This is an optimization exercise on Yosys and OpenROAD, whose aim is small area, a short achievable clock period and few clock cycles per item, not a production implementation.
Where RTL was checked, it was by simulation tests only, not by an equivalence proof against the original.
Power is estimated from default activity; no workload was simulated.

// projection_char_segmenter
module projection_char_segmenter #(
    parameter int MAX_WIDTH  = pcs_pkg::MAX_WIDTH_DEF,
    parameter int MAX_HEIGHT = pcs_pkg::MAX_HEIGHT_DEF,
    parameter int NUM_CHARS  = pcs_pkg::NUM_CHARS_DEF
) (
    input  logic                                aclk,
    input  logic                                aresetn,
    input  logic                                s_valid,
    output logic                                s_ready,
    input  logic [pcs_pkg::PIXEL_W-1:0]         s_pixel,
    output logic                                m_valid,
    input  logic                                m_ready,
    output logic [pcs_pkg::CHAR_INDEX_W-1:0]    m_char_index,
    output logic [pcs_pkg::LEFT_W-1:0]          m_left,
    output logic [pcs_pkg::TOP_W-1:0]           m_top,
    output logic [pcs_pkg::BOX_WIDTH_W-1:0]     m_box_width,
    output logic [pcs_pkg::BOX_HEIGHT_W-1:0]    m_box_height,
    output logic                                m_last,
    input  logic                                cfg_valid,
    output logic                                cfg_ready,
    input  logic [pcs_pkg::CFG_INDEX_W-1:0]     cfg_index,
    input  logic [pcs_pkg::CFG_DATA_W-1:0]      cfg_data
);
Size: about 1,700 flip-flops, ~41,000 sq um of cells after synthesis.
make LEC_CHECK=0 CAP_MARGIN=20 CORE_MARGIN=2 CORE_UTILIZATION=65 CTS_CLUSTER_DIAMETER=60 CTS_CLUSTER_SIZE=32 PLACE_DENSITY=0.72 SETUP_SLACK_MARGIN=4.4 SLEW_MARGIN=20 TNS_END_PERCENT=100 finish   # period 7.0 ns
run.sh (not shown) runs the stock make flow with config.mk's settings and CLKGATE_MAP_FILE= SYNTH_SCRIPT=/design/flow/synth_recipe.tcl, a recipe that flattens the netlist after the stock synthesis.
The baseline produced a clean layout.
Testbench counts at the start, summed over its fixed seeds: cycles 346,855, images 160.
Edit:
CORE_UTILIZATION = 68   (was 65)
CTS_CLUSTER_SIZE = 28   (was 32)
PLACE_DENSITY = 0.75   (was 0.72)
SETUP_SLACK_MARGIN = 4.5   (was 4.4)
Cell area rises by about 0.56%.
Flip-flop and latch count does not change.
Global-route usage rises by 2.1 points.
Sequential power barely changes.
Edit:
CORE_UTILIZATION = 60   (was 68)
CTS_CLUSTER_SIZE = 32   (was 28)
PLACE_DENSITY = 0.68   (was 0.75)
Outcome: The changed run passed the timing, DRC and antenna checks; synthesized cell count stays the same; combinational power is lower by about 4%; setup slack degrades by 0.0043 ns; design area is higher by 0.58%; global-route usage is lower by 4.3 points; power hardly moves; register-to-register slack is about the same; routed wire length is lower by 9.6%.
Edit:
CORE_UTILIZATION = 65   (was 60)
PLACE_DENSITY = 0.72   (was 0.68)
- worst setup slack improved by 0.041 ns
- routed wire length goes up by 2.8%
- design area went down by 0.96%
- die area goes down by 7.6%
- clock skew is about the same
- core utilization climbs by 4.4 points
- non-clock buffer count came out lower by 10

========
projection_char_segmenter, a different RTL version from the one above (not shown whole).
Size in the first run: about 2600 cells after synthesis, roughly 1700 flip-flops, ~63 I/O pins, about 41000 µm² of cells after synthesis.
Settings: LEC_CHECK=0, CAP_MARGIN=20, CORE_MARGIN=2, CORE_UTILIZATION=65, CTS_CLUSTER_DIAMETER=60, CTS_CLUSTER_SIZE=32, PLACE_DENSITY=0.72, SETUP_SLACK_MARGIN=4.4, SLEW_MARGIN=20, TNS_END_PERCENT=100; clock period 7.0 ns.
The baseline produced a clean layout.
Testbench counts at the start, summed over its fixed seeds: cycles 349,737, images 160.
Change:
- CORE_UTILIZATION: 65 -> 70
- CTS_CLUSTER_DIAMETER: 60 -> 80
- CTS_CLUSTER_SIZE: 32 -> 24
- PLACE_DENSITY: 0.72 -> 0.78
- SETUP_SLACK_MARGIN: 4.4 -> 4.6
Via count grows by 14%; global-route usage rises by 9.3 points; core utilization goes up by 7.1 points.
Change:
- ABC_AREA: not set -> 1
- CORE_UTILIZATION: 70 -> 65
- CTS_CLUSTER_DIAMETER: 80 -> 60
- CTS_CLUSTER_SIZE: 24 -> 32
- PLACE_DENSITY: 0.78 -> 0.72
- SETUP_SLACK_MARGIN: 4.6 -> 4.5
Outcome: Final area went down by 1.2%. Total power came out lower by 0.75%. Clock power is lower by 7.8%. Non-clock buffer count falls by 36. Area after synthesis hardly moves. Global-route usage drops by 8.3 points. Routed wire length falls by 34%. Utilization shrinks by 7.2 points.

========
Another version of the RTL of projection_char_segmenter (not shown whole).
Size in the first run: about 2600 cells after synthesis, about 63 I/O pins, roughly 0.041 sq mm of cells after synthesis.
Settings: LEC_CHECK=0, CAP_MARGIN=20, CORE_MARGIN=2, CORE_UTILIZATION=55, CTS_CLUSTER_DIAMETER=80, CTS_CLUSTER_SIZE=24, SETUP_SLACK_MARGIN=4.4, SLEW_MARGIN=20, TNS_END_PERCENT=100; clock period 7.0 ns.
The starting point finished clean.
Testbench counts at the start, summed over its fixed seeds: cycles 349,737, images 160.
Next try:
--- a/flow/config.mk
+++ b/flow/config.mk
@@ -10 +10 @@
-export CORE_UTILIZATION = 55
+export CORE_UTILIZATION = 80
@@ -13 +13,2 @@
-export SETUP_SLACK_MARGIN = 4.4
+export PLACE_DENSITY = 0.86
+export SETUP_SLACK_MARGIN = 4.6
This time the run did not get past 4_1_cts.
Area after synthesis does not change.
Synthesized cell count is unchanged.

========
Another version of the RTL of projection_char_segmenter (not shown whole).
Size in the first run: about 2600 cells after synthesis, ~1700 flip-flops, about 63 I/O pins, about 40000 um2 of cells after synthesis.
make LEC_CHECK=0 CAP_MARGIN=20 CORE_MARGIN=2 CORE_UTILIZATION=55 CTS_CLUSTER_DIAMETER=80 CTS_CLUSTER_SIZE=24 SETUP_SLACK_MARGIN=4.4 SLEW_MARGIN=20 TNS_END_PERCENT=100 finish   # period 7.0 ns
Edit:
- CORE_UTILIZATION: 55 -> 40
- CTS_CLUSTER_DIAMETER: 80 -> 60
- CTS_CLUSTER_SIZE: 24 -> 30
Total power went up by about 6.5%.
Setup slack hardly moves.
Critical path depth is higher by 2.
Sequential cell count is unchanged.
Hold slack got worse by 0.016 ns.
No functional check of the RTL was part of any run of this note.

========
Setup of alpha:
RTL: one of the versions met above, not the one the previous note started from.
Size in the first run: about 2600 cells after synthesis, ~1700 flip-flops, about 63 I/O pins, ~41000 um^2 of cells after synthesis.
Settings: LEC_CHECK=0, CAP_MARGIN=20, CORE_MARGIN=2, CORE_UTILIZATION=65, CTS_CLUSTER_DIAMETER=60, CTS_CLUSTER_SIZE=32, PLACE_DENSITY=0.72, SETUP_SLACK_MARGIN=4.6, SLEW_MARGIN=20, TNS_END_PERCENT=100; clock period 7.0 ns.
alpha: done, clean on timing, DRC and antenna
Testbench counts of alpha, summed over its fixed seeds: cycles 349,737, images 160.
Changes in beta relative to alpha:
Settings: a change of SETUP_SLACK_MARGIN from 4.6 to 4.5.
Findings:
Compared to alpha, beta leaves more free space in the core. Delta (beta minus alpha): count of cell instances traversed by the critical path saw an increase, sum of routed wire length over all layers saw a decrease, final weighted congestion in routability-driven placement saw a decrease, met2 wire length saw a decrease, global routing met1 resource utilization saw a decrease. On cell area, alpha loses to beta. Changes observed in beta relative to alpha: synthesized area closely matched the old numbers, area growth from synthesis to final layout decreased by 1.2 points relative to the old numbers.
Input changes introduced in gamma (baseline for comparison: beta):
Settings: putting CTS_BUF_LIST at sky130_fd_sc_hd__clkbuf_4 sky130_fd_sc_hd__clkbuf_8 sky130_fd_sc_hd__clkbuf_16 where nothing was set.
Findings:
Diff beta..gamma | register bit count reported by yosys | unchanged. Global-route usage across beta and gamma: no real change. gamma went all the way through the flow, and no timing, DRC or antenna check failed. The cell area after layout on beta is in line with that on gamma. Between beta and gamma, the difference in routed wire length is negligible. Comparing beta and gamma, the lower met1 routed wirelength after detailed routing is on gamma. Any difference in power per cell area between beta and gamma is small enough to ignore. gamma and beta ended up with roughly the same via count. Status: global-route wire length before repair parity (gamma, beta). There was hardly any difference in final critical-path share of the clock period between gamma and beta. Clock skew essentially unchanged between gamma and beta. Status: worst path buffer plus inverter count parity (beta, gamma).
--- input diff gamma..delta ---
Settings: swapping 60 for 80 in CTS_CLUSTER_DIAMETER; swapping 32 for 24 in CTS_CLUSTER_SIZE; clearing CTS_BUF_LIST, which used to be sky130_fd_sc_hd__clkbuf_4 sky130_fd_sc_hd__clkbuf_8 sky130_fd_sc_hd__clkbuf_16.
Looking at fraction of the cycle the final worst path needs, delta sits 0.21 points below gamma. delta ended up with flop to primary output as its critical path class; gamma ended up with flop to flop. The lower flip-flop and latch share of the layout cell area came out of delta. Between delta and gamma, the difference in combinational gate power is negligible. delta and gamma ended up with nearly the same total power divided by cell area. Going from gamma to delta, core utilization went up 0.28 points; overall power now sits higher; buffer count from post-CTS setup fixing went down; fmax moved up. Reported for delta and gamma, well-tap cell count turned out identical to the last digit. NOTE cell area after layout gamma->delta increased slightly. Worst setup slack ended up 14 ps higher on delta than on gamma.

==> re-timing with driven ports <==
Ports are ideal in the flow. The routed layouts listed here were re-timed in OpenROAD.
Step 1: set_driving_cell puts a clkbuf_16 on aclk and a buf_2 on each other input, an assumption about the parent block.
Step 2, shift: input delay + t, output delay - t, t = (earliest + latest rising clock arrival at the registers) / 2. This alone moves slack from input paths to output paths.
Slacks: ideal / step 1 / step 2; pairs: ideal / step 1.
| run | t, ns | setup WS [ns] | worst setup path at the end |
|---|---|---|---|
| the first run of note 1 | 0.703 | 4.385 / 4.319 / 3.803 | input to register |
| the second run of note 1 | 0.700 | 4.359 / 4.301 / 3.878 | input to register |
| the third run of note 1 | 0.698 | 4.355 / 4.296 / 3.850 | input to register |
| the fourth run of note 1 | 0.681 | 4.396 / 4.338 / 3.836 | input to register |
| the first run of note 2 | 0.670 | 4.392 / 4.350 / 3.845 | input to register |
| the second run of note 2 | 0.715 | 4.243 / 4.179 / 4.013 | input to register |
| the third run of note 2 | 0.687 | 4.396 / 4.333 / 3.939 | input to register |
| the first run of note 3 | 0.703 | 4.304 / 4.267 / 3.664 | input to register |
| the first run of note 4 | 0.705 | 3.619 / 3.619 / 3.167 | input to register |
| the second run of note 4 | 0.722 | 3.621 / 3.635 / 2.939 | input to register |
| alpha | 0.681 | 4.410 / 4.349 / 4.010 | input to register |
| beta | 0.680 | 4.401 / 4.350 / 3.873 | input to register |
| gamma | 0.680 | 4.392 / 4.361 / 3.886 | input to register |
| delta | 0.691 | 4.406 / 4.350 / 3.888 | input to register |
After both steps setup and hold are still met in every run listed. The setup slack of the second run of note 4, which loses most, moves by +0.014 ns with the drivers and by -0.682 ns with both steps.
